This is an optimization exercise on Yosys and OpenROAD, whose aim is small area, a short achievable clock period and few clock cycles per item, not a production implementation. RTL that was checked went through simulation tests only; none was proved equivalent to the original. For run 3, only the layout was checked, not whether the RTL still works. Power figures rest on the tool's default switching activity, not on a simulated workload.

File: design/flow/flow/run.sh
#!/bin/bash
set -euo pipefail
export SETUP_SLACK_MARGIN=8.2
bash standard.sh > standard.log 2>&1
File: design/flow/standard.sh
#!/bin/bash
# synth_recipe.tcl (not shown) runs the flow's synth.tcl, then flattens the netlist and writes it again
# the make line also repeats each setting of config.mk as NAME=value (left out here)
make -C /OpenROAD-flow-scripts/flow DESIGN_CONFIG=/design/flow/config.mk WORK_HOME=/design/flow/orfs CLKGATE_MAP_FILE= SYNTH_SCRIPT=/design/flow/synth_recipe.tcl "${@:-finish}"
File: design/flow/config.mk
export PLATFORM = sky130hd
export DESIGN_NAME = fft_top
export DESIGN_NICKNAME = fft_top
export VERILOG_FILES = /design/flow/design.v
export SDC_FILE = /design/flow/constraint.sdc
export NUM_CORES = 4
export LEC_CHECK = 0
export CAP_MARGIN = 50
export CORE_MARGIN = 2
export CORE_UTILIZATION = 60
export CTS_CLUSTER_DIAMETER = 95
export CTS_CLUSTER_SIZE = 26
export SLEW_MARGIN = 60
File: design/flow/constraint.sdc
create_clock -name core_clock -period 12.0 [get_ports {clk}]
set_input_delay 2.4000 -clock core_clock [delete_from_list [all_inputs] [get_ports {clk}]]
set_output_delay 2.4000 -clock core_clock [all_outputs]
set_load 0.01 [all_outputs]
File: design/flow/design.v
package fft_pkg;
    localparam int N_POINTS   = 16;
    localparam int CREDIT_MAX = 4;
    localparam int SKID_DEPTH = 14;
    localparam int STALL_LEN  = 56;
endpackage
module add_bk
#(
    parameter int W = 16
)
(
    input  logic [W-1:0] a,
    input  logic [W-1:0] b,
    input  logic         ci,
    output logic [W-1:0] s
);
    logic [W-1:0] g0, p0, gg, pg;
    logic [W:0]   c;
    assign g0 = a & b;
    assign p0 = a ^ b;
    always_comb
    begin
        gg = g0;
        pg = p0;
        gg[0] = g0[0] | (p0[0] & ci);
        for (int l = 0; (1 << l) < W; l++)
            for (int i = (2 << l) - 1; i < W; i += (2 << l))
            begin
                gg[i] = gg[i] | (pg[i] & gg[i - (1 << l)]);
                pg[i] = pg[i] & pg[i - (1 << l)];
            end
        for (int l = 4; l >= 0; l--)
            for (int i = (3 << l) - 1; i < W; i += (2 << l))
                if ((1 << l) < W)
                begin
                    gg[i] = gg[i] | (pg[i] & gg[i - (1 << l)]);
                    pg[i] = pg[i] & pg[i - (1 << l)];
                end
        c[0] = ci;
        for (int i = 0; i < W; i++)
            c[i + 1] = gg[i];
    end
    assign s = p0 ^ c[W-1:0];
endmodule
module csa_row
#(
    parameter int W = 16
)
(
    input  logic [W-1:0] a,
    input  logic [W-1:0] b,
    input  logic [W-1:0] c,
    input  logic         cin,
    output logic [W-1:0] s,
    output logic [W-1:0] co
);
    logic [W-1:0] maj;
    assign s   = a ^ b ^ c;
    assign maj = (a & b) | (a & c) | (b & c);
    assign co  = {maj[W-2:0], cin};
endmodule
module cos_mult
#(
    parameter int W = 14
)
(
    input  logic [W-1:0] t,
    input  logic         on,
    input  logic         c22,
    input  logic         c45,
    output logic [W-1:0] p
);
    logic [W-1:0] t2, t4, t6, x1, x2, x3;
    assign t2 = {{2{t[W-1]}}, t[W-1:2]};
    assign t4 = {{4{t[W-1]}}, t[W-1:4]};
    assign t6 = {{6{t[W-1]}}, t[W-1:6]};
    assign x1 = on  ? ~t4 : '0;
    assign x2 = c45 ? ~t2 : '0;
    assign x3 = c45 ? t6 : (c22 ? ~t6 : '0);
    assign p = t + x1 + x2 + x3 + {{(W-2){1'b0}}, on, 1'b0};
endmodule
module sin_mult
#(
    parameter int W = 14
)
(
    input  logic [W-1:0] t,
    output logic [W-1:0] s
);
    logic [W-1:0] t1, t3;
    assign t1 = {t[W-1], t[W-1:1]};
    assign t3 = {{3{t[W-1]}}, t[W-1:3]};
    add_bk #(.W(W)) u_add (.a(t1), .b(~t3), .ci(1'b1), .s(s));
endmodule
module rot_combine
#(
    parameter int W = 14
)
(
    input  logic [W-1:0] al,
    input  logic [W-1:0] be,
    input  logic [W-1:0] ga,
    input  logic [W-1:0] de,
    input  logic         m2,
    output logic [W-1:0] yr,
    output logic [W-1:0] yi
);
    logic [W-1:0] ua, ub, va, vb, k;
    assign ua = m2 ? ga  : al;
    assign ub = m2 ? ~de : be;
    assign yr = ua + ub + {{(W-1){1'b0}}, m2};
    assign va = m2 ? ~al : ga;
    assign vb = m2 ? ~be : ~de;
    assign k  = {{(W-2){1'b0}}, m2, !m2};
    assign yi = va + vb + k;
endmodule
module fft_top
(
    input  logic                clk,
    input  logic                rst_n,
    input  logic                in_valid_i,
    input  logic [23:0]         din_i,
    output logic                in_ready_o,
    input  logic                credit_i,
    output logic                out_valid_o,
    output logic [31:0]         dout_o
);
    localparam int SK = fft_pkg::SKID_DEPTH;
    logic        adv;            
    logic [3:0]  pp;             
    logic [2:0]  fv;             
    logic [2:0]  cc;             
    logic        cr;             
    logic [5:0]  st;             
    logic        vb;             
    logic        ov;             
    logic        ir;             
    logic [3:0]  sb;             
    logic        sbz;            
    logic [3:0]  pp_n, sb_n;
    logic [2:0]  fv_n, cc_n;
    logic [5:0]  st_n;
    logic        vb_n, adv_n;
    logic        h3, h2, h1, r1, h0, ca, cb;
    logic [3:0]  pp7_n, pp2_n, pp15_n, pp14_n;
    logic [23:0] din_q;
    logic        dv_q;
    logic [23:0] sk [SK];
    logic        push, pop;
    logic [23:0] xin;
    logic        xv;
    always_ff @(posedge clk)
        din_q <= din_i;
    assign push = dv_q && (!adv || !sbz);
    assign pop  = adv && !sbz;
    always_ff @(posedge clk)
    begin
        sk[0] <= push ? din_q : sk[SK-1];
        for (int i = 1; i < SK; i++)
            sk[i] <= sk[i-1];
    end
    assign xin = sbz ? din_q : sk[SK-1];
    assign xv  = !sbz || dv_q;
    logic [27:0] l3_0;
    logic [59:0] l3_1;           
    logic [27:0] l3 [2:7];
    logic [2:0]  tg3, tg3_n;     
    logic [2:0]  m3a, m3c;       
    logic [2:0]  m3_n;
    logic [2:0]  k3r, k3i_b;
    logic [13:0] p3r, p3i, s3r, s3i;
    logic [13:0] al3, be3, ga3, de3, y3r, y3i;
    logic [12:0] x3r, x3i, a3r, a3i, sum3r, sum3i, dif3r, dif3i;
    logic [27:0] l3_in, o3, p3;
    assign x3r = {xin[23], xin[23:12]};
    assign x3i = {xin[11], xin[11:0]};
    assign a3r = l3[7][26:14];
    assign a3i = l3[7][12:0];
    add_bk #(.W(13)) u_s3r (.a(a3r), .b(x3r),  .ci(1'b0), .s(sum3r));
    add_bk #(.W(13)) u_s3i (.a(a3i), .b(x3i),  .ci(1'b0), .s(sum3i));
    add_bk #(.W(13)) u_d3r (.a(a3r), .b(~x3r), .ci(1'b1), .s(dif3r));
    add_bk #(.W(13)) u_d3i (.a(a3i), .b(~x3i), .ci(1'b1), .s(dif3i));
    always_comb
    begin
        if (!adv)
            l3_in = l3[7];
        else if (!h3)
            l3_in = {{2{x3r[12]}}, x3r[11:0], {2{x3i[12]}}, x3i[11:0]};
        else
            l3_in = {dif3r[12], dif3r, dif3i[12], dif3i};
    end
    assign o3 = h3 ? {sum3r[12], sum3r, sum3i[12], sum3i} : l3[7];
    assign tg3_n = adv ? (pp[3] ? pp[2:0] : 3'd0) : tg3;
    assign m3_n  = adv_n ? tg3_n : 3'd0;
    cos_mult #(.W(14)) u_c3r (.t(l3_0[27:14]), .on(k3r[2]), .c22(k3r[1]), .c45(k3r[0]), .p(p3r));
    sin_mult #(.W(14)) u_n3r (.t(l3_0[27:14]), .s(s3r));
    cos_mult #(.W(14)) u_c3i (.t(l3_0[13:0]),  .on(!k3i_b[2]), .c22(!k3i_b[1]), .c45(!k3i_b[0]), .p(p3i));
    sin_mult #(.W(14)) u_n3i (.t(l3_0[13:0]),  .s(s3i));
    logic       q3a, q3e, q3s;
    assign q3a = l3_1[2];
    assign q3e = l3_1[1];
    assign q3s = l3_1[0];
    assign m3c = {l3_1[3], 2'b00};
    assign al3 = q3a ? l3_1[45:32] : l3_1[59:46];
    assign ga3 = q3a ? l3_1[17:4]  : l3_1[31:18];
    assign be3 = !q3e ? '0 : (q3s ? l3_1[17:4]  : l3_1[31:18]);
    assign de3 = !q3e ? '0 : (q3s ? l3_1[45:32] : l3_1[59:46]);
    rot_combine #(.W(14)) u_rc3 (.al(al3), .be(be3), .ga(ga3), .de(de3), .m2(m3c[2]), .yr(y3r), .yi(y3i));
    always_ff @(posedge clk)
    begin
        l3_0 <= l3_in;
        tg3 <= tg3_n;
        m3a   <= m3_n;
        k3r   <= {m3_n[1:0] != 2'd0, m3_n[0], m3_n[1:0] == 2'd2};
        k3i_b <= ~{m3_n[1:0] != 2'd0, m3_n[0], m3_n[1:0] == 2'd2};
        l3_1 <= {p3r, s3r, p3i, s3i, m3a[2], m3a[1:0] == 2'd3, m3a[1:0] != 2'd0, m3a[1:0] == 2'd1};
        l3[2] <= {y3r, y3i};
        for (int i = 3; i < 8; i++)
            l3[i] <= l3[i-1];
        if (adv)
            p3 <= o3;
    end
    logic [3:0]  i2;
    logic [1:0]  tg2, tg2_n;     
    logic [29:0] l2_0, l2_2, l2_3;
    logic [31:0] l2_1;           
    logic [1:0]  m2a, m2c, m2_n;
    logic        k2r, k2i_b;     
    logic [14:0] y2r, y2i, a2r, a2i, sum2r, sum2i, dif2r, dif2i;
    logic [14:0] p2r, p2i, be2, de2, z2r, z2i;
    logic [29:0] l2_in, o2, p2;
    assign i2  = pp + 4'd7;
    assign y2r = {p3[27], p3[27:14]};
    assign y2i = {p3[13], p3[13:0]};
    assign a2r = l2_3[29:15];
    assign a2i = l2_3[14:0];
    add_bk #(.W(15)) u_s2r (.a(a2r), .b(y2r),  .ci(1'b0), .s(sum2r));
    add_bk #(.W(15)) u_s2i (.a(a2i), .b(y2i),  .ci(1'b0), .s(sum2i));
    add_bk #(.W(15)) u_d2r (.a(a2r), .b(~y2r), .ci(1'b1), .s(dif2r));
    add_bk #(.W(15)) u_d2i (.a(a2i), .b(~y2i), .ci(1'b1), .s(dif2i));
    always_comb
    begin
        if (!adv)
            l2_in = l2_3;
        else if (!h2)
            l2_in = {y2r, y2i};
        else
            l2_in = {dif2r, dif2i};
    end
    assign o2 = h2 ? {sum2r, sum2i} : l2_3;
    assign tg2_n = adv ? (i2[2] ? i2[1:0] : 2'd0) : tg2;
    assign m2_n  = adv_n ? tg2_n : 2'd0;
    assign m2c = l2_1[1:0];
    cos_mult #(.W(15)) u_c2r (.t(l2_0[29:15]), .on(k2r),    .c22(1'b0), .c45(k2r),    .p(p2r));
    cos_mult #(.W(15)) u_c2i (.t(l2_0[14:0]),  .on(!k2i_b), .c22(1'b0), .c45(!k2i_b), .p(p2i));
    assign be2 = m2c[0] ? l2_1[16:2]  : '0;
    assign de2 = m2c[0] ? l2_1[31:17] : '0;
    rot_combine #(.W(15)) u_rc2 (.al(l2_1[31:17]), .be(be2), .ga(l2_1[16:2]), .de(de2), .m2(m2c[1]),
                                 .yr(z2r), .yi(z2i));
    always_ff @(posedge clk)
    begin
        l2_0 <= l2_in;
        tg2 <= tg2_n;
        m2a   <= m2_n;
        k2r   <= m2_n[0];
        k2i_b <= !m2_n[0];
        l2_1 <= {p2r, p2i, m2a};
        l2_2 <= {z2r, z2i};
        l2_3 <= l2_2;
        if (adv)
            p2 <= o2;
    end
    logic [31:0] l1 [2];
    logic [31:0] l1_in, o1, p1;
    logic [15:0] y1r, y1i, a1r, a1i, sum1r, sum1i, dif1r, dif1i, u1a, u1b, v1a, v1b;
    assign y1r = {p2[29], p2[29:15]};
    assign y1i = {p2[14], p2[14:0]};
    assign a1r = l1[1][31:16];
    assign a1i = l1[1][15:0];
    add_bk #(.W(16)) u_s1r (.a(a1r), .b(y1r), .ci(1'b0), .s(sum1r));
    add_bk #(.W(16)) u_s1i (.a(a1i), .b(y1i), .ci(1'b0), .s(sum1i));
    assign u1a = r1 ? a1i : a1r;
    assign u1b = r1 ? y1i : y1r;
    assign v1a = r1 ? y1r : a1i;
    assign v1b = r1 ? a1r : y1i;
    add_bk #(.W(16)) u_d1r (.a(u1a), .b(~u1b), .ci(1'b1), .s(dif1r));
    add_bk #(.W(16)) u_d1i (.a(v1a), .b(~v1b), .ci(1'b1), .s(dif1i));
    always_comb
    begin
        if (!adv)
            l1_in = l1[1];
        else if (!h1)
            l1_in = {y1r, y1i};
        else
            l1_in = {dif1r, dif1i};
    end
    assign o1 = h1 ? {sum1r, sum1i} : l1[1];
    always_ff @(posedge clk)
    begin
        l1[0] <= l1_in;
        l1[1] <= l1[0];
        if (adv)
            p1 <= o1;
    end
    logic [31:0] l0, l0_in, o0;
    logic [15:0] sum0r, sum0i, dif0r, dif0i;
    add_bk #(.W(16)) u_s0r (.a(l0[31:16]), .b(p1[31:16]),  .ci(1'b0), .s(sum0r));
    add_bk #(.W(16)) u_s0i (.a(l0[15:0]),  .b(p1[15:0]),   .ci(1'b0), .s(sum0i));
    add_bk #(.W(16)) u_d0r (.a(l0[31:16]), .b(~p1[31:16]), .ci(1'b1), .s(dif0r));
    add_bk #(.W(16)) u_d0i (.a(l0[15:0]),  .b(~p1[15:0]),  .ci(1'b1), .s(dif0i));
    always_comb
    begin
        if (!adv)
            l0_in = l0;
        else if (!h0)
            l0_in = p1;
        else
            l0_in = {dif0r, dif0i};
    end
    assign o0 = h0 ? {sum0r, sum0i} : l0;
    always_ff @(posedge clk)
        l0 <= l0_in;
    logic [31:0] la [7];
    logic [31:0] lb [2];
    logic [31:0] oa, ob, dout_q;
    assign oa = ca ? o0 : la[6];
    assign ob = cb ? oa : lb[1];
    always_ff @(posedge clk)
    begin
        la[0] <= (!adv || ca) ? la[6] : o0;
        for (int i = 1; i < 7; i++)
            la[i] <= la[i-1];
        lb[0] <= (!adv || cb) ? lb[1] : oa;
        lb[1] <= lb[0];
        if (adv)
            dout_q <= ob;
    end
    assign dout_o = dout_q;
    always_comb
    begin
        pp_n = pp + {3'd0, adv};
        fv_n = fv;
        if (adv && (pp == 4'd15))
            fv_n = {fv[1], fv[0], 1'b0};
        else if (adv && (pp == 4'd0))
            fv_n = {fv[2:1], xv};
        vb_n  = (pp_n >= 4'd12) ? fv_n[1] : fv_n[2];
        cc_n  = cc + {2'd0, cr} - {2'd0, ov};
        if (st != 6'd0)
            st_n = st - 6'd1;
        else if (!adv)
            st_n = 6'(fft_pkg::STALL_LEN - 1);
        else
            st_n = 6'd0;
        adv_n = (st_n == 6'd0) && !(vb_n && (cc_n == 3'd0));
        sb_n  = sb + {3'd0, push} - {3'd0, pop};
        pp7_n  = pp_n + 4'd7;
        pp2_n  = pp_n + 4'd2;
        pp15_n = pp_n + 4'd15;
        pp14_n = pp_n + 4'd14;
    end
    always_ff @(posedge clk or negedge rst_n)
    begin
        if (!rst_n)
        begin
            h3 <= 1'b0;
            h2 <= 1'b1;
            h1 <= 1'b1;
            r1 <= 1'b0;
            h0 <= 1'b1;
            ca <= 1'b1;
            cb <= 1'b0;
        end
        else
        begin
            h3 <= pp_n[3];
            h2 <= pp7_n[2];
            h1 <= pp2_n[1];
            r1 <= pp2_n[0];
            h0 <= pp15_n[0];
            ca <= pp14_n[3] && !pp14_n[0];
            cb <= pp7_n[2] && !pp7_n[1];
        end
    end
    always_ff @(posedge clk or negedge rst_n)
    begin
        if (!rst_n)
        begin
            dv_q <= 1'b0;
            sb   <= '0;
            sbz  <= 1'b1;
            pp   <= '0;
            fv   <= '0;
            cc   <= '0;
            cr   <= 1'b0;
            st   <= '0;
            adv  <= 1'b1;
            vb   <= 1'b0;
            ov   <= 1'b0;
            ir   <= 1'b0;
        end
        else
        begin
            dv_q <= in_valid_i;
            sb   <= sb_n;
            sbz  <= (sb_n == 4'd0);
            pp   <= pp_n;
            fv   <= fv_n;
            cc   <= cc_n;
            cr   <= credit_i;
            st   <= st_n;
            adv  <= adv_n;
            vb   <= vb_n;
            ov   <= vb_n && adv_n;
            ir   <= adv_n && (pp_n == 4'd15) && (sb_n == 4'd0)
                    && ((cc_n >= 3'(fft_pkg::CREDIT_MAX - 1)) || (fv_n[1:0] == 2'b00));
        end
    end
    assign out_valid_o = ov;
    assign in_ready_o  = ir;
endmodule
==> results.txt, run 1 <==
largest net degree at the start of global routing=96; flops & latches, synth=1289; first-pass GRT wire length=167000 um; ys async rst share=2.40%; Final TNS setup=0 ps; drt total wl=104000 um; antenna-violating nets left=0; gr usage total=22.7%; Mapped Avg Cell Area=11.4 um^2; fraction of synthesized area in multiplexers=7.76%; critical path's slowest cell=fa_1; Synthesis Warnings=10; complex-gate fraction of the synthesized area=9.08%; placed inst area=0.0561 mm^2; fillcell total=7100; Final nets=5463; Synth Net Count=5407; total power=7.02 mW; antenna violations before repair=1; deepest clock path buffer count=3; Pre-Repair DR Iteration Count=5; die outline height=304 um; Initial Util=60.3%; post-synthesis sequential area ratio=50.8%; WL/cell=17.3 um; Port Buffer Count=61; status=finished clean; Die ar.=0.0927 mm^2; Core Util, Final=65.7%; Final Skew=29.7 ps; layout cells sized above 1=10.8%; CTS buffer count=58; number of core rows=110; synthesized area=0.0541 mm^2; Vias per Instance=5.18; most numerous cell in the Yosys netlist=dfxtp_1; Worst Path Arrival=4400 ps; CP Cell Sequence=nor2_1 > fa_1 > inv_1 > fa_1 > inv_1 > ha_2 > fa_2 > a21o_1 > a21oi_2 > o21bai_1 > a31o_1 > or4_4 > a31o_1 > a21oi_2 > xor2_1; share of Yosys cell area claimed by the top area cell type=40.8%; largest family of logic cells by synthesized area=adder cells; area share of fa/ha/maj cells after synthesis=17.6%; startpoint class of the critical path=register; post-synth cell types=74; vias in the first global route=30.8k; Critical Path Source=k2i_b$_DFF_P_; Mapped Cells=4761; fmax=265 MHz; Seq pwr share=64.2%; DR vias=31.2k; PD cells=119 mW/mm^2; number of synthesized flops with an enable pin=154; worst-case vdd ir drop=0.143 mV; final worst-path setup slack=8220 ps; antenna fix cells=0; clock latency on the worst-skew pair=700 ps; DR iter-0 viols=1843; top_reg_cell synth=dfxtp_1; min-delay src=la[4][0]$_DFF_P_; Int Power=5.53 mW; worst hold path type=register to register; clock sinks=1289; Period minus WS final=3780 ps; Leakage=25.9 nW; sw frac=21.3%; CP max FO=4; Worst EP required=12620 ps; clk root buf=clkbuf_16; synth cell count leaders=dfxtp_1, inv_1, ha_1, nand2_1, a21oi_1; worst slack, placed=7690 ps; final instance area=0.0589 mm^2; Clk pwr share=32.0%; Final Setup Violations=0; critical path type=register to register; chip width=304 um; simple-gate area share of the yosys netlist=5.84%; period utilization=31.5%; Worst Setup End Kind=register; P&R area growth vs syn=8.85%; cell types occupying the most area after synthesis=dfxtp_1, fa_1, ha_1; placed wire-length estimate=76500 um; Crit Reg-Reg Startpoint=k2i_b$_DFF_P_; GPL Wtd Cong=0.836; max incr delay on CP=530 ps; Slew HR=57.9%; grt total ovfl=0; hold_buf cts=0; NetSw=1.49 mW; clock-pin slew on the worst setup and hold paths=100 ps; CTS tree=built; Synth area leader=dfxtp_1; Slew @ Worst Pin=625 ps; I/O pins=62; number of remaining DRC errors=0; Core Area=0.0897 mm^2; # H-tree levels=2; Logic pwr share=3.8%; Final Slew Violations=0; xor/xnor cell area share of the yosys netlist=4.19%; final hold violation count=0; # Max-Cap Violations=0; RSZ-0062 raised after global routing=yes
[power by group through the flow]
stage	clock network [mW]	logic (mW)	registers (mW)
finish	2.25	0.270	4.51
floorplan	0	0.183	4.60
CTS	2.32	0.260	4.51
global route	2.47	0.303	4.52
global placement	0	0.248	4.60
detailed placement	0	0.256	4.61
[per-layer routing]
| metal | track usage, % | vias up | share of wire (%) |
|---|---|---|---|
| met3 | 2.32 | 110 | 2.5 |
| met4 | 5.48 | 0 | 2.4 |
| li1 | - | 15900 | - |
| met1 | 31.5 | 14900 | 47 |
| met5 | 0 | - | 0 |
| met2 | 38.5 | 316 | 48 |
[cell usage in the layout (no fill, tap or decap), drive strengths merged, types with 8 or more instances in the layout]
cell,netlist,layout
xor2,60,60
inv,517,524
nor2b,42,42
edfxtp,154,154
clkbuf,118,87
nor3,27,27
mux2,180,180
clkinv,3,9
buf,39,93
dfrtp,25,25
ha,377,377
dfxtp,1104,1104
a21o,82,82
xnor2,199,199
o21a,28,28
and2,14,14
a31o,18,18
clkdlybuf4s15,0,20
a21oi,273,273
o41ai,13,13
a211oi,18,18
o211ai,19,19
mux2i,217,217
o22ai,10,10
clkdlybuf4s50,0,26
nor4,8,8
and3,14,14
o31ai,8,8
fa,241,241
o21ai,229,229
a31oi,31,31
nor2,213,213
o21bai,33,33
or2,16,16
nand3,23,23
nand2,303,303
nand2b,30,30
[worst max-delay path: cells and delay by family, from the launching register on]
family                   cells  cell delay, ps
buffers and inverters        2              90
adder cells (fa/ha/maj)      4            1550
AO/OA/AOI/OAI                6            1020
flip-flops                   1             410
XOR/XNOR                     1             150
AND/OR/NAND/NOR              2             500
[timing repair]
item	4_1_cts	5_1_grt
endpoints found under the setup margin	95	56
cloned	2	2
resized for setup	139	75
setup buffers	18	43
hold endpoints to repair	0	0
pin swaps	18	37
[registers in the layout, summed over array words and instances, names as in the netlist, 58 cells and up]
register  flops
l3          168
sk          336
l1           64
lb           64
l3_1         58
la          224
[final timing paths]
check / endpoint / slack (ps) / cells past startpoint
setup / recovery: l2_1[16]$_DFF_P_ / 8220 / 15
hold / removal: la[5][0]$_DFF_P_ / 320 / 0
setup reg to reg: l2_1[16]$_DFF_P_ / 8220 / 15
hold reg to reg: la[5][0]$_DFF_P_ / 320 / 0
max in group asynchronous: pp[3]$_DFF_PN0_ / 10000 / 1
min in group asynchronous: cc[1]$_DFF_PN0_ / 1630 / 1
[area by class of cell]
class / instances / area, um^2 / area share [%]
Sequential cell: 1289 / 27600 / 46.8
Inverter: 520 / 1970 / 3.34
Timing Repair Buffer: 153 / 1610 / 2.74
Clock inverter: 14 / 140 / 0.238
Multi-Input combinational cell: 2795 / 24600 / 41.7
Tap cell: 1176 / 1470 / 2.50
Clock buffer: 80 / 1570 / 2.66
[per-stage QoR]
| step | hold WS [ps] | instances |
|---|---|---|
| after global routing | 330 | 6027 |
| after global placement | 310 | 5863 |
| after floorplan | 310 | 4761 |
| after CTS | 327 | 5980 |
| final | 322 | 6027 |
| after detailed placement | 312 | 5866 |
[logic make-up after synthesis]
logic type	after synthesis
AOI/OAI and AO/OA	805
xor gates and xnor gates	259
adders and majority gates	618
buffers and inverters	677
DFF	1289
muxes	397
and+or+nand+nor	716
Testbench counts, summed over its fixed seeds: cycles 3,246, frames 192.
==> inputs of run 2 (changes only) <==
--- a/design/flow/design.v
+++ b/design/flow/design.v
@@ -172,22 +172,20 @@
     logic [13:0] al3, be3, ga3, de3, y3r, y3i;
-    logic [12:0] x3r, x3i, a3r, a3i, sum3r, sum3i, dif3r, dif3i;
+    logic [13:0] x3r, x3i, a3r, a3i, sum3r, sum3i, dif3r, dif3i;
     logic [27:0] l3_in, o3, p3;
-    assign x3r = {xin[23], xin[23:12]};
-    assign x3i = {xin[11], xin[11:0]};
-    assign a3r = l3[7][26:14];
-    assign a3i = l3[7][12:0];
-    add_bk #(.W(13)) u_s3r (.a(a3r), .b(x3r),  .ci(1'b0), .s(sum3r));
-    add_bk #(.W(13)) u_s3i (.a(a3i), .b(x3i),  .ci(1'b0), .s(sum3i));
-    add_bk #(.W(13)) u_d3r (.a(a3r), .b(~x3r), .ci(1'b1), .s(dif3r));
-    add_bk #(.W(13)) u_d3i (.a(a3i), .b(~x3i), .ci(1'b1), .s(dif3i));
+    assign x3r = adv ? {{2{xin[23]}}, xin[23:12]} : '0;
+    assign x3i = adv ? {{2{xin[11]}}, xin[11:0]}  : '0;
+    assign a3r = l3[7][27:14];
+    assign a3i = l3[7][13:0];
+    add_bk #(.W(14)) u_s3r (.a(a3r), .b(x3r),  .ci(1'b0), .s(sum3r));
+    add_bk #(.W(14)) u_s3i (.a(a3i), .b(x3i),  .ci(1'b0), .s(sum3i));
+    add_bk #(.W(14)) u_d3r (.a(a3r), .b(~x3r), .ci(1'b1), .s(dif3r));
+    add_bk #(.W(14)) u_d3i (.a(a3i), .b(~x3i), .ci(1'b1), .s(dif3i));
     always_comb
     begin
-        if (!adv)
-            l3_in = l3[7];
-        else if (!h3)
-            l3_in = {{2{x3r[12]}}, x3r[11:0], {2{x3i[12]}}, x3i[11:0]};
+        if (!h3)
+            l3_in = {x3r, x3i};
         else
-            l3_in = {dif3r[12], dif3r, dif3i[12], dif3i};
+            l3_in = {dif3r, dif3i};
     end
-    assign o3 = h3 ? {sum3r[12], sum3r, sum3i[12], sum3i} : l3[7];
+    assign o3 = h3 ? {sum3r, sum3i} : l3[7];
     assign tg3_n = adv ? (pp[3] ? pp[2:0] : 3'd0) : tg3;
@@ -232,4 +230,4 @@
     assign i2  = pp + 4'd7;
-    assign y2r = {p3[27], p3[27:14]};
-    assign y2i = {p3[13], p3[13:0]};
+    assign y2r = adv ? {p3[27], p3[27:14]} : '0;
+    assign y2i = adv ? {p3[13], p3[13:0]}  : '0;
     assign a2r = l2_3[29:15];
@@ -242,5 +240,3 @@
     begin
-        if (!adv)
-            l2_in = l2_3;
-        else if (!h2)
+        if (!h2)
             l2_in = {y2r, y2i};
@@ -275,4 +271,4 @@
     logic [15:0] y1r, y1i, a1r, a1i, sum1r, sum1i, dif1r, dif1i, u1a, u1b, v1a, v1b;
-    assign y1r = {p2[29], p2[29:15]};
-    assign y1i = {p2[14], p2[14:0]};
+    assign y1r = adv ? {p2[29], p2[29:15]} : '0;
+    assign y1i = adv ? {p2[14], p2[14:0]}  : '0;
     assign a1r = l1[1][31:16];
@@ -289,5 +285,3 @@
     begin
-        if (!adv)
-            l1_in = l1[1];
-        else if (!h1)
+        if (!h1)
             l1_in = {y1r, y1i};
@@ -304,14 +298,13 @@
     end
-    logic [31:0] l0, l0_in, o0;
+    logic [31:0] l0, l0_in, o0, y0;
     logic [15:0] sum0r, sum0i, dif0r, dif0i;
-    add_bk #(.W(16)) u_s0r (.a(l0[31:16]), .b(p1[31:16]),  .ci(1'b0), .s(sum0r));
-    add_bk #(.W(16)) u_s0i (.a(l0[15:0]),  .b(p1[15:0]),   .ci(1'b0), .s(sum0i));
-    add_bk #(.W(16)) u_d0r (.a(l0[31:16]), .b(~p1[31:16]), .ci(1'b1), .s(dif0r));
-    add_bk #(.W(16)) u_d0i (.a(l0[15:0]),  .b(~p1[15:0]),  .ci(1'b1), .s(dif0i));
+    assign y0 = adv ? p1 : '0;
+    add_bk #(.W(16)) u_s0r (.a(l0[31:16]), .b(y0[31:16]),  .ci(1'b0), .s(sum0r));
+    add_bk #(.W(16)) u_s0i (.a(l0[15:0]),  .b(y0[15:0]),   .ci(1'b0), .s(sum0i));
+    add_bk #(.W(16)) u_d0r (.a(l0[31:16]), .b(~y0[31:16]), .ci(1'b1), .s(dif0r));
+    add_bk #(.W(16)) u_d0i (.a(l0[15:0]),  .b(~y0[15:0]),  .ci(1'b1), .s(dif0i));
     always_comb
     begin
-        if (!adv)
-            l0_in = l0;
-        else if (!h0)
-            l0_in = p1;
+        if (!h0)
+            l0_in = y0;
         else
@@ -375,7 +368,7 @@
         begin
-            h3 <= pp_n[3];
-            h2 <= pp7_n[2];
-            h1 <= pp2_n[1];
-            r1 <= pp2_n[0];
-            h0 <= pp15_n[0];
+            h3 <= pp_n[3] || !adv_n;
+            h2 <= pp7_n[2] || !adv_n;
+            h1 <= pp2_n[1] || !adv_n;
+            r1 <= pp2_n[0] && adv_n;
+            h0 <= pp15_n[0] || !adv_n;
             ca <= pp14_n[3] && !pp14_n[0];
==> design/flow/flow/run.sh (replaced) <==
#!/bin/bash
set -euo pipefail
export SETUP_SLACK_MARGIN=8.4
bash standard.sh > standard.log 2>&1
--- a/design/flow/config.mk
+++ b/design/flow/config.mk
@@ -9,5 +9,4 @@
 export CORE_MARGIN = 2
-export CORE_UTILIZATION = 60
-export CTS_CLUSTER_DIAMETER = 95
-export CTS_CLUSTER_SIZE = 26
+export CORE_UTILIZATION = 70
+export CTS_CLUSTER_SIZE = 40
 export SLEW_MARGIN = 60
==> run 2 against run 1 <==
Effect of this change:
- still clean on timing, DRC and antenna
- synthesized area down 0.73%
- core utilization up 19 points
- cell count up 4.2%
- wire length up 21%
- fmax down 8.1%
- via count up 12%
- clock skew up 78 ps
- critical path depth up 5
- non-clock buffer count up 140
- design area up 8.8%
- register-to-register slack worse by 330 ps
- critical path type unchanged
- critical endpoint is now dout_q[31]$_DFFE_PP_
- highest routed layer is now met5
==> results.txt, run 2 <==
die outline height=281 um; antenna violations before repair=5; Leakage=29.1 nW; Critical Path Source=adv$_DFF_PN1_; CTS tree=built; drt total wl=127000 um; number of synthesized flops with an enable pin=122; Pre-Repair DR Iteration Count=5; I/O pins=62; clock-pin slew on the worst setup and hold paths=70 ps; # H-tree levels=3; period utilization=34.2%; Final TNS setup=0 ps; status=finished clean; number of remaining DRC errors=0; critical path type=register to register; gr usage total=30.7%; PD cells=134 mW/mm^2; Logic pwr share=1.9%; largest net degree at the start of global routing=91; Vias per Instance=5.55; Final Setup Violations=0; Period minus WS final=4110 ps; Mapped Cells=4888; Biggest register=sk; Slew @ Worst Pin=612 ps; RSZ-0062 raised after global routing=yes; Initial Util=70.8%; # Max-Cap Violations=0; Die ar.=0.0790 mm^2; clock sinks=1291; grt total ovfl=0; WL/cell=20.1 um; number of core rows=101; cell types occupying the most area after synthesis=dfxtp_1, fa_1, ha_1; fillcell total=3863; most numerous cell in the Yosys netlist=dfxtp_1; placed wire-length estimate=76600 um; number of flip-flops in the largest register=336; r2r setup slk=7890 ps; CTS buffer count=119; final hold violation count=0; synthesized area=0.0537 mm^2; Finished Layout Cells=6281; NetSw=1.87 mW; Final Skew=108 ps; antenna-violating nets left=0; Core Area=0.0759 mm^2; Final Slew Violations=0; synth cell count leaders=dfxtp_1, inv_1, nand2_1, ha_1, o21ai_0; clock latency on the worst-skew pair=740 ps; sw frac=21.8%; Worst Path Arrival=4530 ps; most frequent cells in the layout=dfxtp_1, inv_1, nand2_1, ha_1, o21ai_0; Slew HR=59.2%; worst hold path type=register to register; first-pass GRT wire length=189000 um; Port Buffer Count=61; RR Endpoint=dout_q[31]$_DFFE_PP_; Final nets=5797; startpoint class of the critical path=register; Synth area leader=dfxtp_1; ys async rst share=2.56%; top flop regs=sk x336, la x224, l3 x168; R2R cell count=20; Synth Net Count=5538; Synthesis Warnings=9; vias in the first global route=35.0k; flops & latches, synth=1291; Clk pwr share=45.4%; chip width=281 um; Placed Cells incl. Taps=5849; max incr delay on CP=500 ps; Worst Setup End Kind=register; post-synthesis sequential area ratio=50.7%; Int Power=6.71 mW; CP max FO=5; DR iter-0 viols=2051; share of Yosys cell area claimed by the top area cell type=42.3%; P&R area growth vs syn=19.4%; Crit Reg-Reg Startpoint=adv$_DFF_PN1_; GPL Wtd Cong=0.868; top_reg_cell synth=dfxtp_1; deepest clock path buffer count=3; fmax=244 MHz; DR vias=34.9k; most common cell after layout, fill and taps aside=dfxtp_1; CP Cell Sequence=buf_12 > buf_16 > nand2_8 > inv_4 > ha_4 > inv_2 > fa_2 > o21bai_4 > a21oi_4 > o21ai_2 > a21oi_2 > nor2_1 > a211o_1 > a221o_1 > fa_2 > xnor2_2 > nand2_2 > xor2_2 > a21oi_2 > mux2_4; post-synth cell types=72; CP endpoint=dout_q[31]$_DFFE_PP_; clk root buf=clkbuf_16; critical path's slowest cell=dfstp_4; Worst EP required=12430 ps; Mapped Avg Cell Area=11.0 um^2; worst-case vdd ir drop=0.177 mV; hold_buf cts=0; layout cells sized above 1=21.1%; Seq pwr share=52.7%
-- run 2: changes by cell type in the layout (fill, tap and decap cells not counted), sizes merged, moves of 32 or more --
| cell | before | now |
|---|---|---|
| nand2 | 303 | 475 |
| a21oi | 273 | 212 |
| clkbuf | 87 | 174 |
| dfxtp | 1104 | 1136 |
| mux2i | 217 | 174 |
| buf | 93 | 259 |
| o21ai | 229 | 310 |
| edfxtp | 154 | 122 |
-- run 2: what timing repair did --
item	4_1_cts	5_1_grt
endpoints found under the setup margin	237	166
gates cloned	11	3
pin swaps	84	234
buffers inserted	82	109
gates resized for setup	362	392
-- run 2: worst max-delay path, delay by kind of cell (launching register included) --
kind	cells	cell delay, ps
AOI/OAI and AO/OA	7	1260
xor gates and xnor gates	2	400
DFF	1	500
muxes	1	280
buffers and inverters	4	390
and+or+nand+nor	3	230
adders and majority gates	3	750
-- run 2: kinds of logic after synthesis --
group | share of synthesized area, %
AOI/OAI and AO/OA | 8.59
xor gates and xnor gates | 4.12
adders and majority gates | 17.9
buffers and inverters | 4.91
DFF | 50.7
muxes | 6.49
and+or+nand+nor | 7.32
-- run 2: per-layer routing --
| layer | global-route usage (%) | share of wire [%] | vias to the layer above |
|---|---|---|---|
| li1 | - | - | 16600 |
| met5 | 0 | 0.0079 | - |
| met3 | 4.36 | 4.4 | 283 |
| met1 | 39.1 | 42 | 17100 |
| met4 | 11.6 | 3.9 | 2 |
| met2 | 53.0 | 50 | 930 |
-- run 2: stage by stage --
stage	total power [mW]	area, um^2	hold WS (ps)	util (%)	setup slack (ps)
2_1_floorplan	4.67	54300	310	-	7230
3_3_place_gp	4.72	55600	309	73.2	6980
3_5_place_dp	4.74	55800	312	73.4	7120
4_1_cts	8.59	61600	266	81.1	7920
5_1_grt	8.80	64100	265	84.5	7740
6_report	8.58	64100	275	84.5	7890
-- run 2: area by class of cell --
cell class | instances | area (um^2) | share of cell area, %
clock buffers | 171 | 3530 | 5.51
multi-input cells | 2902 | 26300 | 40.9
diodes | 2 | 5.00 | 0.00780
flip-flops and latches | 1291 | 27300 | 42.6
well taps | 1030 | 1290 | 2.01
repair buffers | 293 | 3080 | 4.80
clock inverters | 52 | 589 | 0.919
inverters | 540 | 2080 | 3.24
-- run 2: power by group through the flow --
stage / combinational (mW) / sequential, mW / clock (mW)
finish: 0.164 / 4.52 / 3.90
global placement: 0.125 / 4.60 / 0
detailed placement: 0.131 / 4.61 / 0
CTS: 0.154 / 4.52 / 3.92
floorplan: 0.0843 / 4.59 / 0
global route: 0.172 / 4.53 / 4.10
-- run 2: how the worst min path moves through the flow --
stage	depth (start not counted)	slack (ps)	to	startpoint
after detailed placement	0	310	sk[10][12]$_DFF_P_	sk[9][12]$_DFF_P_
after floorplan	0	310	l1[1][0]$_DFF_P_	l1[0][0]$_DFF_P_
after global placement	0	310	l3[6][25]$_DFF_P_	l3[5][25]$_DFF_P_
after global routing	0	260	l1[1][10]$_DFF_P_	l1[0][10]$_DFF_P_
final	0	280	la[6][14]$_DFF_P_	la[5][14]$_DFF_P_
after CTS	0	270	la[6][14]$_DFF_P_	la[5][14]$_DFF_P_
Testbench counts of run 2, summed over its fixed seeds: cycles 3,246, frames 192.
==> inputs of run 3 (changes only) <==
--- a/design/flow/design.v
+++ b/design/flow/design.v
@@ -144,2 +144,3 @@
     logic        h3, h2, h1, r1, h0, ca, cb;
+    logic        zr;             
     logic [3:0]  pp7_n, pp2_n, pp15_n, pp14_n;
@@ -164,3 +165,3 @@
     logic [27:0] l3_0;
-    logic [59:0] l3_1;           
+    logic [55:0] l3_1;           
     logic [27:0] l3 [2:7];
@@ -172,10 +173,11 @@
     logic [13:0] al3, be3, ga3, de3, y3r, y3i;
-    logic [13:0] x3r, x3i, a3r, a3i, sum3r, sum3i, dif3r, dif3i;
+    logic [13:0] x3r, x3i, a3r, a3i, dif3r, dif3i;
+    logic [12:0] sum3r, sum3i;
     logic [27:0] l3_in, o3, p3;
-    assign x3r = adv ? {{2{xin[23]}}, xin[23:12]} : '0;
-    assign x3i = adv ? {{2{xin[11]}}, xin[11:0]}  : '0;
+    assign x3r = zr ? '0 : {{2{xin[23]}}, xin[23:12]};
+    assign x3i = zr ? '0 : {{2{xin[11]}}, xin[11:0]};
     assign a3r = l3[7][27:14];
     assign a3i = l3[7][13:0];
-    add_bk #(.W(14)) u_s3r (.a(a3r), .b(x3r),  .ci(1'b0), .s(sum3r));
-    add_bk #(.W(14)) u_s3i (.a(a3i), .b(x3i),  .ci(1'b0), .s(sum3i));
+    add_bk #(.W(13)) u_s3r (.a(a3r[12:0]), .b(x3r[12:0]), .ci(1'b0), .s(sum3r));
+    add_bk #(.W(13)) u_s3i (.a(a3i[12:0]), .b(x3i[12:0]), .ci(1'b0), .s(sum3i));
     add_bk #(.W(14)) u_d3r (.a(a3r), .b(~x3r), .ci(1'b1), .s(dif3r));
@@ -189,3 +191,3 @@
     end
-    assign o3 = h3 ? {sum3r, sum3i} : l3[7];
+    assign o3 = h3 ? {sum3r[12], sum3r, sum3i[12], sum3i} : l3[7];
     assign tg3_n = adv ? (pp[3] ? pp[2:0] : 3'd0) : tg3;
@@ -201,6 +203,9 @@
     assign m3c = {l3_1[3], 2'b00};
-    assign al3 = q3a ? l3_1[45:32] : l3_1[59:46];
-    assign ga3 = q3a ? l3_1[17:4]  : l3_1[31:18];
-    assign be3 = !q3e ? '0 : (q3s ? l3_1[17:4]  : l3_1[31:18]);
-    assign de3 = !q3e ? '0 : (q3s ? l3_1[45:32] : l3_1[59:46]);
+    logic [13:0] s3r_q, s3i_q;
+    assign s3r_q = {{2{l3_1[41]}}, l3_1[41:30]};
+    assign s3i_q = {{2{l3_1[15]}}, l3_1[15:4]};
+    assign al3 = q3a ? s3r_q : l3_1[55:42];
+    assign ga3 = q3a ? s3i_q : l3_1[29:16];
+    assign be3 = !q3e ? '0 : (q3s ? s3i_q : l3_1[29:16]);
+    assign de3 = !q3e ? '0 : (q3s ? s3r_q : l3_1[55:42]);
     rot_combine #(.W(14)) u_rc3 (.al(al3), .be(be3), .ga(ga3), .de(de3), .m2(m3c[2]), .yr(y3r), .yi(y3i));
@@ -213,3 +218,3 @@
         k3i_b <= ~{m3_n[1:0] != 2'd0, m3_n[0], m3_n[1:0] == 2'd2};
-        l3_1 <= {p3r, s3r, p3i, s3i, m3a[2], m3a[1:0] == 2'd3, m3a[1:0] != 2'd0, m3a[1:0] == 2'd1};
+        l3_1 <= {p3r, s3r[11:0], p3i, s3i[11:0], m3a[2], m3a[1:0] == 2'd3, m3a[1:0] != 2'd0, m3a[1:0] == 2'd1};
         l3[2] <= {y3r, y3i};
@@ -230,4 +235,4 @@
     assign i2  = pp + 4'd7;
-    assign y2r = adv ? {p3[27], p3[27:14]} : '0;
-    assign y2i = adv ? {p3[13], p3[13:0]}  : '0;
+    assign y2r = zr ? '0 : {p3[27], p3[27:14]};
+    assign y2i = zr ? '0 : {p3[13], p3[13:0]};
     assign a2r = l2_3[29:15];
@@ -271,4 +276,4 @@
     logic [15:0] y1r, y1i, a1r, a1i, sum1r, sum1i, dif1r, dif1i, u1a, u1b, v1a, v1b;
-    assign y1r = adv ? {p2[29], p2[29:15]} : '0;
-    assign y1i = adv ? {p2[14], p2[14:0]}  : '0;
+    assign y1r = zr ? '0 : {p2[29], p2[29:15]};
+    assign y1i = zr ? '0 : {p2[14], p2[14:0]};
     assign a1r = l1[1][31:16];
@@ -300,3 +305,3 @@
     logic [15:0] sum0r, sum0i, dif0r, dif0i;
-    assign y0 = adv ? p1 : '0;
+    assign y0 = zr ? '0 : p1;
     add_bk #(.W(16)) u_s0r (.a(l0[31:16]), .b(y0[31:16]),  .ci(1'b0), .s(sum0r));
@@ -358,2 +363,3 @@
         begin
+            zr <= 1'b0;
             h3 <= 1'b0;
@@ -368,2 +374,3 @@
         begin
+            zr <= !adv_n;
             h3 <= pp_n[3] || !adv_n;
==> design/flow/flow/run.sh (replaced) <==
#!/bin/bash
set -euo pipefail
export SETUP_SLACK_MARGIN=8.2
bash standard.sh > standard.log 2>&1
--- a/design/flow/config.mk
+++ b/design/flow/config.mk
@@ -9,4 +9,3 @@
 export CORE_MARGIN = 2
-export CORE_UTILIZATION = 70
-export CTS_CLUSTER_SIZE = 40
+export CORE_UTILIZATION = 60
 export SLEW_MARGIN = 60
==> run 3 against run 2 <==
Effect of this change:
- still clean
- fmax fell by 3.5%
- clock power rose by 3%
- register-to-register slack got worse by 150 ps
- via count fell by 6.9%
- combinational power fell by 5%
- worst hold slack improved by 34 ps
- total power rose by 1.2%
- critical path depth fell by 2
- core utilization fell by 14 points
- design area fell by 2.8%
- critical path type unchanged
- largest cell class unchanged
- highest routed layer is now met4
==> results.txt, run 3 <==
status=finished clean; Port Buffer Count=61; Synth Net Count=5477; fmax=235 MHz; most numerous cell in the Yosys netlist=dfxtp_1; Period minus WS final=4250 ps; cell types occupying the most area after synthesis=dfxtp_1, fa_1, ha_1; final hold violation count=0; Final Setup Violations=0; worst hold margin=309 ps; number of flip-flops in the largest register=336; number of remaining DRC errors=0; Slew @ Worst Pin=553 ps; die outline height=304 um; placed wire-length estimate=77300 um; gr usage total=24.1%; clock-pin slew on the worst setup and hold paths=60 ps; worst hold path type=register to register; Core Area=0.0886 mm^2; Synth area leader=dfxtp_1; Final Skew=25.6 ps; Synthesis Warnings=10; P&R area growth vs syn=15.8%; most common cell after layout, fill and taps aside=dfxtp_1; # Max-Cap Violations=0; number of core rows=109; largest net degree at the start of global routing=92; number of synthesized flops with an enable pin=122; Worst Setup End Kind=register; chip width=304 um; final worst-path setup slack=7750 ps; most frequent cells in the layout=dfxtp_1, inv_1, ha_1, nand2_1, o21ai_0; I/O pins=62; ys async rst share=2.64%; Mapped Cells=4831; worst slack, placed=7040 ps; CTS buffer count=130; post-synth cell types=80; Worst Path Arrival=4730 ps; top_reg_cell synth=dfxtp_1; grt total ovfl=0; GPL Wtd Cong=0.841; layout cells sized above 1=15.8%; vias in the first global route=32.6k; top flop regs=sk x336, la x224, l3 x168; clk root buf=clkbuf_16; fillcell total=6568; Leakage=28.2 nW; Pre-Repair DR Iteration Count=5; clock latency on the worst-skew pair=740 ps; CTS tree=built; Initial Util=60.8%; critical path type=register to register; Biggest register=sk; antenna-violating nets left=0; flops & latches, synth=1290; post-synthesis sequential area ratio=50.5%; deepest clock path buffer count=3; register area=0.0273 mm^2; share of Yosys cell area claimed by the top area cell type=42.2%; Worst EP required=12480 ps; PD cells=139 mW/mm^2; final instance area=0.0624 mm^2; antenna violations before repair=3; DR vias=32.5k; Die ar.=0.0922 mm^2; drt total wl=110000 um; worst-case vdd ir drop=0.163 mV; RSZ-0062 raised after global routing=yes; WL/cell=17.5 um; # H-tree levels=4; Slew HR=62.1%; CP max FO=7; antenna fix cells=0; synthesized area=0.0539 mm^2; placed inst area=0.0559 mm^2; Vias per Instance=5.17; Final TNS setup=0 ps; clock sinks=1290; startpoint class of the critical path=register; first-pass GRT wire length=175000 um; synth cell count leaders=dfxtp_1, inv_1, ha_1, nand2_1, o21ai_0; total power=8.68 mW; Mapped Avg Cell Area=11.1 um^2; DR iter-0 viols=1798; Final Slew Violations=0; period utilization=35.5%; Final nets=5660; multi-input logic area=0.0251 mm^2
## run 3: changes by cell type in the layout (fill, tap and decap cells not counted), sizes merged, moves of 30 or more
cell | previous run | this run
nor2 | 230 | 200
o21ai | 310 | 273
nand2b | 38 | 122
nand2 | 475 | 339
nor2b | 31 | 64
buf | 259 | 157
## run 3: path summary, 6_finish.rpt
| path | startpoint | to | slack, ps | cells past startpoint |
|---|---|---|---|---|
| worst min-delay path | l1[0][27]$_DFF_P_ | l1[1][27]$_DFF_P_ | 310 | 0 |
| worst max-delay path | zr$_DFF_PN0_ | dout_q[15]$_DFFE_PP_ | 7750 | 18 |
| worst min register to register | l1[0][27]$_DFF_P_ | l1[1][27]$_DFF_P_ | 310 | 0 |
| min in group asynchronous | rst_n | st[2]$_DFF_PN0_ | 1570 | 1 |
| max in group asynchronous | rst_n | ca$_DFF_PN1_ | 10080 | 1 |
| worst max register to register | zr$_DFF_PN0_ | dout_q[15]$_DFFE_PP_ | 7750 | 18 |
## run 3: report_power, final
| group | internal (mW) | switching, mW |
|---|---|---|
| logic | 0.0716 | 0.0837 |
| clock network | 2.35 | 1.67 |
| registers | 4.47 | 0.0421 |
## run 3: per-stage QoR
stage                     std cells  utilization, %
final                          6281            70.3
after global routing           6281            70.3
after CTS                      6222            69.0
after detailed placement       5928            63.0
after global placement         5922            62.8
after floorplan                4831               -
## run 3: critical path, stage by stage, from the launching register on
cell	delay [ps]
dfrtp_4	490
buf_4	160
buf_12	140
nand2b_4	160
ha_4	280
nor2_2	30
nor2_1	120
o21bai_2	100
a21oi_2	210
a21oi_2	90
o41a_1	350
a221o_1	340
a221o_1	340
fa_2	370
xor2_1	160
nand2_1	110
xor2_2	180
a21oi_2	80
mux2_4	280
## run 3: layout make-up
cell class / count / share of cell area [%]
clock buffers: 187 / 6.20
clock inverters: 47 / 0.758
inverters: 554 / 3.35
multi-input cells: 2831 / 40.3
flip-flops and latches: 1290 / 43.7
well taps: 1165 / 2.34
repair buffers: 207 / 3.35
## run 3: cell families (layout without fill, tap and decap cells)
family / after synthesis / after routing / synth area share, %
xor gates and xnor gates: 255 / 255 / 4.15
adders and majority gates: 618 / 618 / 17.7
buffers and inverters: 710 / 995 / 4.96
muxes: 341 / 341 / 6.68
and+or+nand+nor: 871 / 871 / 7.52
DFF: 1290 / 1290 / 50.5
AOI/OAI and AO/OA: 746 / 746 / 8.41
## run 3: what timing repair did
item | in CTS | in global routing
setup endpoints to repair | 168 | 88
setup buffers | 53 | 58
resized for setup | 226 | 174
pin swaps | 35 | 92
gates cloned | 7 | 1
hold buffers | 0 | 0
## run 3: metal layers
| layer | vias to the layer above | share of wire (%) | track usage (%) | wire, um |
|---|---|---|---|---|
| met5 | - | 0 | 0 | 0 |
| met4 | 0 | 3.1 | 8.98 | 3380 |
| met3 | 180 | 3.6 | 3.98 | 3950 |
| met2 | 486 | 47 | 39.7 | 52100 |
| met1 | 15600 | 46 | 32.0 | 50600 |
| li1 | 16200 | - | - | - |

## what the ideal ports hide
No port has a modelled driver above. Below, the same layouts with a new extraction and two added sets of constraints. Step 1, drivers: a clkbuf_16 drives clk and a buf_2 each remaining input, both assumed. Step 2, shift: input delay + t, output delay - t, t = (earliest + latest rising clock arrival at the registers) / 2. This alone moves slack from input paths to output paths. Three values: no drivers, after step 1, after step 2; two values: the first two.
run | shift t [ns] | setup WS [ns] | worst slew at a driven data input, ns
run 1 | 0.748 | 8.224 / 8.194 / 8.224 | 0.07
run 2 | 0.762 | 7.893 / 7.893 / 7.893 | 0.08
run 3 | 0.799 | 7.745 / 7.745 / 7.745 | 0.12
After both steps setup and hold are still met in every run listed.
